This design comes from an exercise in tuning for small area and a short achievable clock period on the open sky130 flow, not from production work.
RTL that was checked went through simulation tests only; none was proved equivalent to the original.

Setup of rev 12:
==> flow/design.v <==
module data_mem_responder #(
  parameter int DEPTH       = 64,
  parameter int WAIT_CYCLES = 2
) (
  input  logic        CLK,
  input  logic        Reset,
  input  logic        req,
  input  logic        we,
  input  logic [31:0] addr,
  input  logic [31:0] wdata,
  input  logic [3:0]  be,
  output logic [31:0] rdata,
  output logic        ack,
  output logic        err,
  output logic        busy
);
  localparam int AW = $clog2(DEPTH);
  localparam int NG = DEPTH / 4;
  localparam int GW = AW - 2;
  logic          r_busy, r_ack, r_err;
  logic          r_st1, r_ld1, r_p2, r_ld2;
  logic          r_pa, r_pb;
  logic [1:0]    r_rot, r_pos;
  logic [GW-1:0] r_grp;
  logic [3:0]    r_be;
  logic [31:0]   r_wdata;
  logic [31:0]   r_hold, r_rdata;
  logic          w_acc, w_legal, w_wr, w_cap;
  logic [1:0]    w_pos_in;
  logic [1:0]    r_sel [NG];
  assign w_acc   = req && !r_busy;
  assign w_legal = (addr[1:0] == 2'b00) && (addr[31:AW+2] == '0);
  assign rdata = r_rdata;
  assign ack   = r_ack;
  assign err   = r_err;
  assign busy  = r_busy;
  assign w_pos_in = addr[3:2] + r_rot + 2'd1;
  assign w_wr  = (r_pa || r_pb) && (r_pos == 2'd3);
  assign w_cap = !r_busy && !(r_pb && !w_wr);
  always_ff @(posedge CLK or posedge Reset)
    if (Reset) begin
      r_busy <= 1'b0;
      r_ack  <= 1'b0;
      r_err  <= 1'b0;
      r_st1  <= 1'b0;
      r_ld1  <= 1'b0;
      r_p2   <= 1'b0;
      r_ld2  <= 1'b0;
      r_pa   <= 1'b0;
    end else begin
      r_busy <= w_acc || r_st1 || r_ld1 || r_p2;
      r_ack  <= (w_acc && !w_legal) || r_p2;
      r_err  <= w_acc && !w_legal;
      r_st1  <= w_acc && w_legal && we;
      r_ld1  <= w_acc && w_legal && !we;
      r_p2   <= r_st1 || r_ld1;
      r_ld2  <= r_ld1;
      r_pa   <= (w_acc && w_legal && we) || (r_pa && r_st1 && !w_wr);
    end
  always_ff @(posedge CLK)
    r_pb <= (r_pa && !r_st1 && !w_wr) || (r_pb && !w_wr);
  always_ff @(posedge CLK)
    r_rot <= r_rot + 2'd1;
  always_ff @(posedge CLK)
    if (w_cap) begin
      r_grp   <= addr[AW+1:4];
      r_pos   <= w_pos_in;
      r_be    <= be;
      r_wdata <= wdata;
    end else begin
      r_pos   <= r_pos + 2'd1;
    end
  logic [31:0] q [NG][4];
  logic [NG-1:0] w_gsel;
  for (genvar g = 0; g < NG; g++) begin : g_grp
    assign w_gsel[g] = (r_grp == GW'(g));
    always_ff @(posedge CLK) begin
      q[g][1] <= q[g][0];
      q[g][2] <= q[g][1];
      q[g][3] <= q[g][2];
    end
    for (genvar b = 0; b < 4; b++) begin : g_byte
      always_ff @(posedge CLK)
        q[g][0][8*b +: 8] <= (w_wr && w_gsel[g] && r_be[b]) ? r_wdata[8*b +: 8] : q[g][3][8*b +: 8];
    end
    for (genvar h = 0; h < 2; h++) begin : g_rsel
      always_ff @(posedge CLK)
        r_sel[g][h] <= (!r_busy && addr[AW+1:4] == GW'(g) && w_pos_in == 2'(2*h)) ||
                       (r_ld1 && w_gsel[g] && r_pos + 2'd1 == 2'(2*h));
    end
  end
  logic [31:0] w_m;
  always_comb begin
    w_m = '0;
    for (int g = 0; g < NG; g++) begin
      w_m = w_m | (q[g][0] & {32{r_sel[g][0]}});
      w_m = w_m | (q[g][2] & {32{r_sel[g][1]}});
    end
  end
  always_ff @(posedge CLK)
    r_hold <= w_m;
  always_ff @(posedge CLK or posedge Reset)
    if (Reset) r_rdata <= '0;
    else       r_rdata <= r_ld2 ? (r_hold | w_m) : '0;
endmodule
==> flow/config.mk <==
export PLATFORM = sky130hd
export DESIGN_NAME = data_mem_responder
export DESIGN_NICKNAME = data_mem_responder
export VERILOG_FILES = /design/flow/design.v
export SDC_FILE = /design/flow/constraint.sdc
export NUM_CORES = 4
export LEC_CHECK = 0
export CAP_MARGIN = 20
export CORE_MARGIN = 2
export CORE_UTILIZATION = 60
export SETUP_SLACK_MARGIN = 2.6
export SLEW_MARGIN = 20
==> flow/constraint.sdc <==
create_clock -name core_clock -period 4.6 [get_ports {CLK}]
set_input_delay 0.9200 -clock core_clock [delete_from_list [all_inputs] [get_ports {CLK}]]
set_output_delay 0.9200 -clock core_clock [all_outputs]
set_load 0.01 [all_outputs]
standard.sh (not shown) runs the stock make flow with config.mk's settings and CLKGATE_MAP_FILE= SYNTH_SCRIPT=/design/flow/synth_recipe.tcl, a recipe that flattens the netlist after the stock synthesis.
==> flow/flow/run.sh <==
#!/bin/bash
# Layout flow: the standard ORFS flow (standard.sh), with two changes:
#  * port buffers are plain buffers (buf_2) instead of the delay cell buffer_ports picks;
#  * CTS clusters up to 25 sinks within 80 um per leaf buffer and adds no dummy load
#    cells to balance leaf nets.
# ORFS writes each step's full log under orfs/logs/; make's own output goes to standard.log.
set -euo pipefail
export BUFFER_PORTS_ARGS="-buffer_cell sky130_fd_sc_hd__buf_2"
export CTS_ARGS="-sink_clustering_enable -repair_clock_nets -dont_use_dummy_load -sink_clustering_size 25 -sink_clustering_max_diameter 80"
bash standard.sh > standard.log 2>&1
For rev 13, these inputs were changed with respect to rev 12:
diff --git a/flow/design.v b/flow/design.v
--- a/flow/design.v
+++ b/flow/design.v
@@ -20,14 +20,14 @@
   logic          r_busy, r_ack, r_err;
   logic          r_st1, r_ld1, r_p2, r_ld2;
   logic          r_pa, r_pb;
   logic [1:0]    r_rot, r_pos;
   logic [GW-1:0] r_grp;
   logic [3:0]    r_be;
-  logic [31:0]   r_wdata;
-  logic [31:0]   r_hold, r_rdata;
+  logic [31:0]   r_data;
+  logic [31:0]   r_rdata;
   logic          w_acc, w_legal, w_wr, w_cap;
   logic [1:0]    w_pos_in;
   logic [1:0]    r_sel [NG];
   assign w_acc   = req && !r_busy;
   assign w_legal = (addr[1:0] == 2'b00) && (addr[31:AW+2] == '0);
   assign rdata = r_rdata;
@@ -63,13 +63,12 @@
     r_rot <= r_rot + 2'd1;
   always_ff @(posedge CLK)
     if (w_cap) begin
       r_grp   <= addr[AW+1:4];
       r_pos   <= w_pos_in;
       r_be    <= be;
-      r_wdata <= wdata;
     end else begin
       r_pos   <= r_pos + 2'd1;
     end
   logic [31:0] q [NG][4];
   logic [NG-1:0] w_gsel;
   for (genvar g = 0; g < NG; g++) begin : g_grp
@@ -78,13 +77,13 @@
       q[g][1] <= q[g][0];
       q[g][2] <= q[g][1];
       q[g][3] <= q[g][2];
     end
     for (genvar b = 0; b < 4; b++) begin : g_byte
       always_ff @(posedge CLK)
-        q[g][0][8*b +: 8] <= (w_wr && w_gsel[g] && r_be[b]) ? r_wdata[8*b +: 8] : q[g][3][8*b +: 8];
+        q[g][0][8*b +: 8] <= (w_wr && w_gsel[g] && r_be[b]) ? r_data[8*b +: 8] : q[g][3][8*b +: 8];
     end
     for (genvar h = 0; h < 2; h++) begin : g_rsel
       always_ff @(posedge CLK)
         r_sel[g][h] <= (!r_busy && addr[AW+1:4] == GW'(g) && w_pos_in == 2'(2*h)) ||
                        (r_ld1 && w_gsel[g] && r_pos + 2'd1 == 2'(2*h));
     end
@@ -95,11 +94,12 @@
     for (int g = 0; g < NG; g++) begin
       w_m = w_m | (q[g][0] & {32{r_sel[g][0]}});
       w_m = w_m | (q[g][2] & {32{r_sel[g][1]}});
     end
   end
   always_ff @(posedge CLK)
-    r_hold <= w_m;
+    if (w_cap)      r_data <= wdata;
+    else if (r_ld1) r_data <= w_m;
   always_ff @(posedge CLK or posedge Reset)
     if (Reset) r_rdata <= '0;
-    else       r_rdata <= r_ld2 ? (r_hold | w_m) : '0;
+    else       r_rdata <= r_ld2 ? (r_data | w_m) : '0;
 endmodule
Results
Compared with rev 12, rev 13 shows a higher count of buffers not belonging to the clock network in the layout. The run showing the greater final critical-path share of the clock period is rev 13. Flop count, rev 12 -> rev 13: decreased. Synthesized cell count essentially unchanged between rev 13 and rev 12. Measured against each other, rev 13 and rev 12 differ in synthesis-to-finish area growth, the lower figure coming from rev 12. From rev 12 to rev 13 the numbers moved as follows: core outline area dropped 1.2%, post-detailed-placement half-perimeter wirelength now larger. Final cell count: rev 12 vs rev 13, no meaningful difference. Going from rev 12 to rev 13, worst setup slack dropped 0.041 ns; routed via count climbed 611. Rev 13 and rev 12 ended up with nearly the same share of async-settable or async-resettable flops after synthesis. The overall die height in rev 13 sits 1.2 um below the value recorded for rev 12.
No functional check of the RTL was part of rev 13.

[re-timing with driven ports]
In the flow no input, the clock included, has a driving cell. The finished layouts below were timed again as built, in two steps.
Step 1 assumes that a clkbuf_16 drives the clock port and a buf_2 every other input.
Step 2 also shifts input and output timing later by t, the mid clock arrival at the registers, as if the neighbouring blocks saw the same clock.
a / b / c = no drivers / after step 1 / after step 2; a / b = the first two.
run	shift t [ns]	slack for setup (ns)	worst setup path after step 2	latest minus earliest clock arrival (ns)
rev 12	0.763	2.361 / 2.289 / 2.203	input to register	0.033 / 0.034
rev 13	0.769	2.320 / 2.243 / 2.195	input to register	0.036 / 0.036
After both steps setup and hold are still met in every run listed. For rev 12, which loses most, drivers alone change the setup slack by -0.072 ns; drivers and shift together by -0.158 ns.
